Context: an optimization exercise on an open-source flow, tuned for small area. The choices shown serve that exercise and are no tape-out recipe. The RTL was checked by simulation tests, not by an equivalence proof against the original design. Power figures rest on the tool's default switching activity, not on a simulated workload.

==> try-onyx: inputs <==
==> flow/design.v <==
module wb_regfile #(
    parameter  int XLEN   = 32,
    parameter  int NREGS  = 32,
    parameter  int CNT_W  = 16,
    localparam int ADDR_W = $clog2(NREGS)
) (
    input  logic              clk,
    input  logic              reset,
    input  logic              RegWriteW,
    input  logic [ADDR_W-1:0] RdW,
    input  logic [XLEN-1:0]   ResultW,
    input  logic [ADDR_W-1:0] Rs1D,
    input  logic [ADDR_W-1:0] Rs2D,
    output logic [XLEN-1:0]   RD1D,
    output logic [XLEN-1:0]   RD2D,
    input  logic [ADDR_W-1:0] DbgAddr,
    output logic [XLEN-1:0]   DbgData,
    output logic [CNT_W-1:0]  WbCount
);
    logic [XLEN-1:0]  r_regs [NREGS];
    logic [XLEN-1:0]  r_dbg;
    logic [CNT_W-1:0] r_cnt;
    logic             w_we;
    logic [XLEN-1:0]  w_rd1;
    logic [XLEN-1:0]  w_rd2;
    logic [XLEN-1:0]  w_dbg;
    function automatic logic [XLEN-1:0] rd_sel(input logic [ADDR_W-1:0] a, input logic we,
                                               input logic [ADDR_W-1:0] rd, input logic [XLEN-1:0] res,
                                               input logic [XLEN-1:0] q);
        rd_sel = (a == '0 || a >= NREGS) ? '0 : (we && rd == a) ? res : q;
    endfunction
    always_comb begin
        w_we  = RegWriteW && RdW != '0 && RdW < NREGS;
        w_rd1 = rd_sel(Rs1D, RegWriteW, RdW, ResultW, r_regs[Rs1D]);
        w_rd2 = rd_sel(Rs2D, RegWriteW, RdW, ResultW, r_regs[Rs2D]);
        w_dbg = rd_sel(DbgAddr, RegWriteW, RdW, ResultW, r_regs[DbgAddr]);
    end
    always_ff @(posedge clk or posedge reset) begin
        if (reset) begin
            for (int i = 0; i < NREGS; i++) r_regs[i] <= '0;
            r_dbg <= '0;
            r_cnt <= '0;
        end else begin
            if (w_we) begin
                r_regs[RdW] <= ResultW;
                r_cnt       <= r_cnt + 1'b1;
            end
            r_dbg <= w_dbg;
        end
    end
    assign RD1D    = w_rd1;
    assign RD2D    = w_rd2;
    assign DbgData = r_dbg;
    assign WbCount = r_cnt;
endmodule
==> flow/run.sh <==
#!/bin/bash
# synth_recipe.tcl (not shown) runs the flow's synth.tcl, then flattens the netlist and writes it again
# the make line also repeats each setting of config.mk as NAME=value (left out here)
make -C /OpenROAD-flow-scripts/flow DESIGN_CONFIG=/design/flow/config.mk WORK_HOME=/design/flow/orfs CLKGATE_MAP_FILE= SYNTH_SCRIPT=/design/flow/synth_recipe.tcl finish
==> flow/config.mk <==
export PLATFORM = sky130hd
export DESIGN_NAME = wb_regfile
export DESIGN_NICKNAME = wb_regfile
export VERILOG_FILES = /design/flow/design.v
export SDC_FILE = /design/flow/constraint.sdc
export NUM_CORES = 8
export LEC_CHECK = 0
export CAP_MARGIN = 20
export CORE_MARGIN = 2
export CORE_UTILIZATION = 35
export SLEW_MARGIN = 20
==> flow/constraint.sdc <==
create_clock -name core_clock -period 7.0 [get_ports {clk}]
set_input_delay 1.4000 -clock core_clock [delete_from_list [all_inputs] [get_ports {clk}]]
set_output_delay 1.4000 -clock core_clock [all_outputs]
set_load 0.01 [all_outputs]
==> try-juniper (differences from try-onyx) <==
==> flow/design.v (replaced) <==
module wb_rf_aoi222 (
    input  logic a0, b0, a1, b1, a2, b2,
    output logic y
);
    assign y = ~((a0 & b0) | (a1 & b1) | (a2 & b2));
endmodule
module wb_rf_inv #(
    parameter int N = 31
) (
    input  logic [N-1:0] a,
    output logic [N-1:0] y
);
    assign y = ~a;
endmodule
module wb_rf_nand #(
    parameter int N = 12
) (
    input  logic [N-1:0] a,
    output logic         y
);
    assign y = ~&a;
endmodule
module wb_rf_rdmux #(
    parameter int XLEN = 32,
    parameter bit EXTRA = 1
) (
    input  logic [30:0]     s,
    input  logic [30:0][XLEN-1:0] d,
    input  logic            sx,
    input  logic [XLEN-1:0] dx,
    output logic [XLEN-1:0] y
);
    for (genvar b = 0; b < XLEN; b++) begin : g_bit
        logic [10:0] n;
        for (genvar g = 0; g < 10; g++) begin : g_grp
            wb_rf_aoi222 u_aoi (
                .a0(s[3*g]),   .b0(d[3*g][b]),
                .a1(s[3*g+1]), .b1(d[3*g+1][b]),
                .a2(s[3*g+2]), .b2(d[3*g+2][b]),
                .y (n[g])
            );
        end
        if (EXTRA) begin : g_x
            assign n[10] = ~((s[30] & d[30][b]) | (sx & dx[b]));
        end else begin : g_nx
            assign n[10] = ~(s[30] & d[30][b]);
        end
        wb_rf_nand #(.N(11)) u_or (.a(n), .y(y[b]));
    end
endmodule
module wb_regfile #(
    parameter  int XLEN   = 32,
    parameter  int NREGS  = 32,
    parameter  int CNT_W  = 16,
    localparam int ADDR_W = $clog2(NREGS)
) (
    input  logic              clk,
    input  logic              reset,
    input  logic              RegWriteW,
    input  logic [ADDR_W-1:0] RdW,
    input  logic [XLEN-1:0]   ResultW,
    input  logic [ADDR_W-1:0] Rs1D,
    input  logic [ADDR_W-1:0] Rs2D,
    output logic [XLEN-1:0]   RD1D,
    output logic [XLEN-1:0]   RD2D,
    input  logic [ADDR_W-1:0] DbgAddr,
    output logic [XLEN-1:0]   DbgData,
    output logic [CNT_W-1:0]  WbCount
);
    logic [30:0][XLEN-1:0] r_data;    
    logic [30:0]       r_valid;
    logic [ADDR_W-1:0] r_dbga;
    logic [CNT_W-1:0]  r_cnt;
    logic [30:0]       w_wdec;         
    logic [30:0]       w_vm;           
    logic [30:0]       w_wdec_n, w_s1_n, w_s2_n, w_sd_n;    
    logic [30:0]       w_wen, w_s1, w_s2, w_sd;            
    logic              w_b1, w_b2;
    logic              w_we;
    always_comb begin
        w_we = RegWriteW && RdW != '0;
        for (int i = 0; i < 31; i++) begin
            w_wdec[i]   = RegWriteW && RdW == ADDR_W'(i + 1);
            w_vm[i]     = r_valid[i] && !w_wdec[i];
            w_wdec_n[i] = !w_wdec[i];
            w_s1_n[i]   = !(Rs1D == ADDR_W'(i + 1) && w_vm[i]);
            w_s2_n[i]   = !(Rs2D == ADDR_W'(i + 1) && w_vm[i]);
            w_sd_n[i]   = !(r_dbga == ADDR_W'(i + 1) && r_valid[i]);
        end
        w_b1 = RegWriteW && Rs1D != '0 && RdW == Rs1D;
        w_b2 = RegWriteW && Rs2D != '0 && RdW == Rs2D;
    end
    wb_rf_inv u_inv_we (.a(w_wdec_n), .y(w_wen));
    wb_rf_inv u_inv_s1 (.a(w_s1_n),   .y(w_s1));
    wb_rf_inv u_inv_s2 (.a(w_s2_n),   .y(w_s2));
    wb_rf_inv u_inv_sd (.a(w_sd_n),   .y(w_sd));
    wb_rf_rdmux #(.XLEN(XLEN), .EXTRA(1)) u_rd1 (
        .s(w_s1), .d(r_data), .sx(w_b1), .dx(ResultW), .y(RD1D));
    wb_rf_rdmux #(.XLEN(XLEN), .EXTRA(1)) u_rd2 (
        .s(w_s2), .d(r_data), .sx(w_b2), .dx(ResultW), .y(RD2D));
    wb_rf_rdmux #(.XLEN(XLEN), .EXTRA(0)) u_rdd (
        .s(w_sd), .d(r_data), .sx(1'b0), .dx('0), .y(DbgData));
    always_ff @(posedge clk) begin
        for (int i = 0; i < 31; i++)
            if (w_wen[i]) r_data[i] <= ResultW;
        r_dbga <= DbgAddr;
    end
    always_ff @(posedge clk or posedge reset) begin
        if (reset) begin
            r_valid <= '0;
            r_cnt   <= '0;
        end else begin
            r_valid <= r_valid | w_wdec;
            if (w_we) r_cnt <= r_cnt + 1'b1;
        end
    end
    assign WbCount = r_cnt;
endmodule
--- a/flow/config.mk
+++ b/flow/config.mk
@@ -7,5 +7,11 @@
 export LEC_CHECK = 0
-export CAP_MARGIN = 20
+export CAP_MARGIN = 0
 export CORE_MARGIN = 2
-export CORE_UTILIZATION = 35
-export SLEW_MARGIN = 20
+export CORE_UTILIZATION = 40
+export CTS_BUF_LIST = sky130_fd_sc_hd__clkbuf_8
+export CTS_CLUSTER_DIAMETER = 60
+export CTS_CLUSTER_SIZE = 16
+export SETUP_SLACK_MARGIN = 0.4
+export SLEW_MARGIN = 0
+export SYNTH_HIERARCHICAL = 1
+export SYNTH_MINIMUM_KEEP_SIZE = 0
==> run_results.csv <==
group,metric,value,unit
critical_path,reg2reg_to,"r_cnt[10]",
cells_and_area,final_layout_size_suffix_gt1_share,13.14,%
critical_path,cp_cell_sequence,"nor2b_1 > nor2b_1 > nand3_1 > clkinv_1 > buf_4 > a222oi_1 > nand4_1 > or3_1 > clkdlybuf4s50_1",
cells_and_area,fin_util,47.08,%
critical_path,cp_slowest_cell,"clkinv_1",
global_routing,antenna_found_initial,12,
clock_network,post_cts_buffers,5,
power_and_ir_drop,ir_drop,145.4,uV
global_routing,grt_pass1_vias,40130,
run_status,status,"finished clean",
(the above is from try-juniper)
==> run_results.csv <==
group,metric,value,unit
global_routing,antenna_found_initial,57,
yosys,synthTopCellsByCount,"a22oi_1, dfrtp_1, mux2_2, nand2_1",
cells_and_area,final_cell_mix,"a22oi_1, dfrtp_1, mux2_2, buf_4, nand2_1",
critical_path,cp_slowest_cell,"nor2_4",
clock_network,post_cts_buffers,0,
yosys,synth_mux_area_share,21.30,%
global_routing,grt_pass1_vias,58930,
cells_and_area,final_layout_size_suffix_gt1_share,32.27,%
run_status,status,"finished clean",
yosys,synth_top_cell_area_share,44.17,%
critical_path,reg2reg_to,"r_dbg[31]",
(the above is from try-onyx)

==> what the ideal ports hide <==
Ports are ideal in the flow. The routed layouts listed here were re-timed in OpenROAD. Step 1 sets driving cells, clkbuf_16 on the clock port and buf_2 on the other inputs (assumed; they add their load-dependent delay and slew). Step 2 adds t to the input delays and takes it off the output delays; t is the mean of the earliest and latest rising clock arrival at the registers after step 1. Input paths then give back, and output paths get back, about the clock's delay inside the block. Slacks: no drivers / after step 1 / after step 2; pairs: no drivers / after step 1.
run	t (ns)	slack for setup (ns)	hold slack, ns	worst setup path at the end	slew at the worst register clock pin (ns)
try-onyx	0.922	0.257 / 0.235 / 0.235	0.476 / 0.476 / 0.476	input to output	0.08 / 0.08
try-juniper	0.877	0.184 / 0.108 / 0.193	0.501 / 0.501 / 0.501	input to output	0.11 / 0.11
After both steps every run listed still meets setup and hold. The setup slack of try-onyx, which loses most, moves by -0.022 ns with the drivers and by -0.022 ns with both steps.
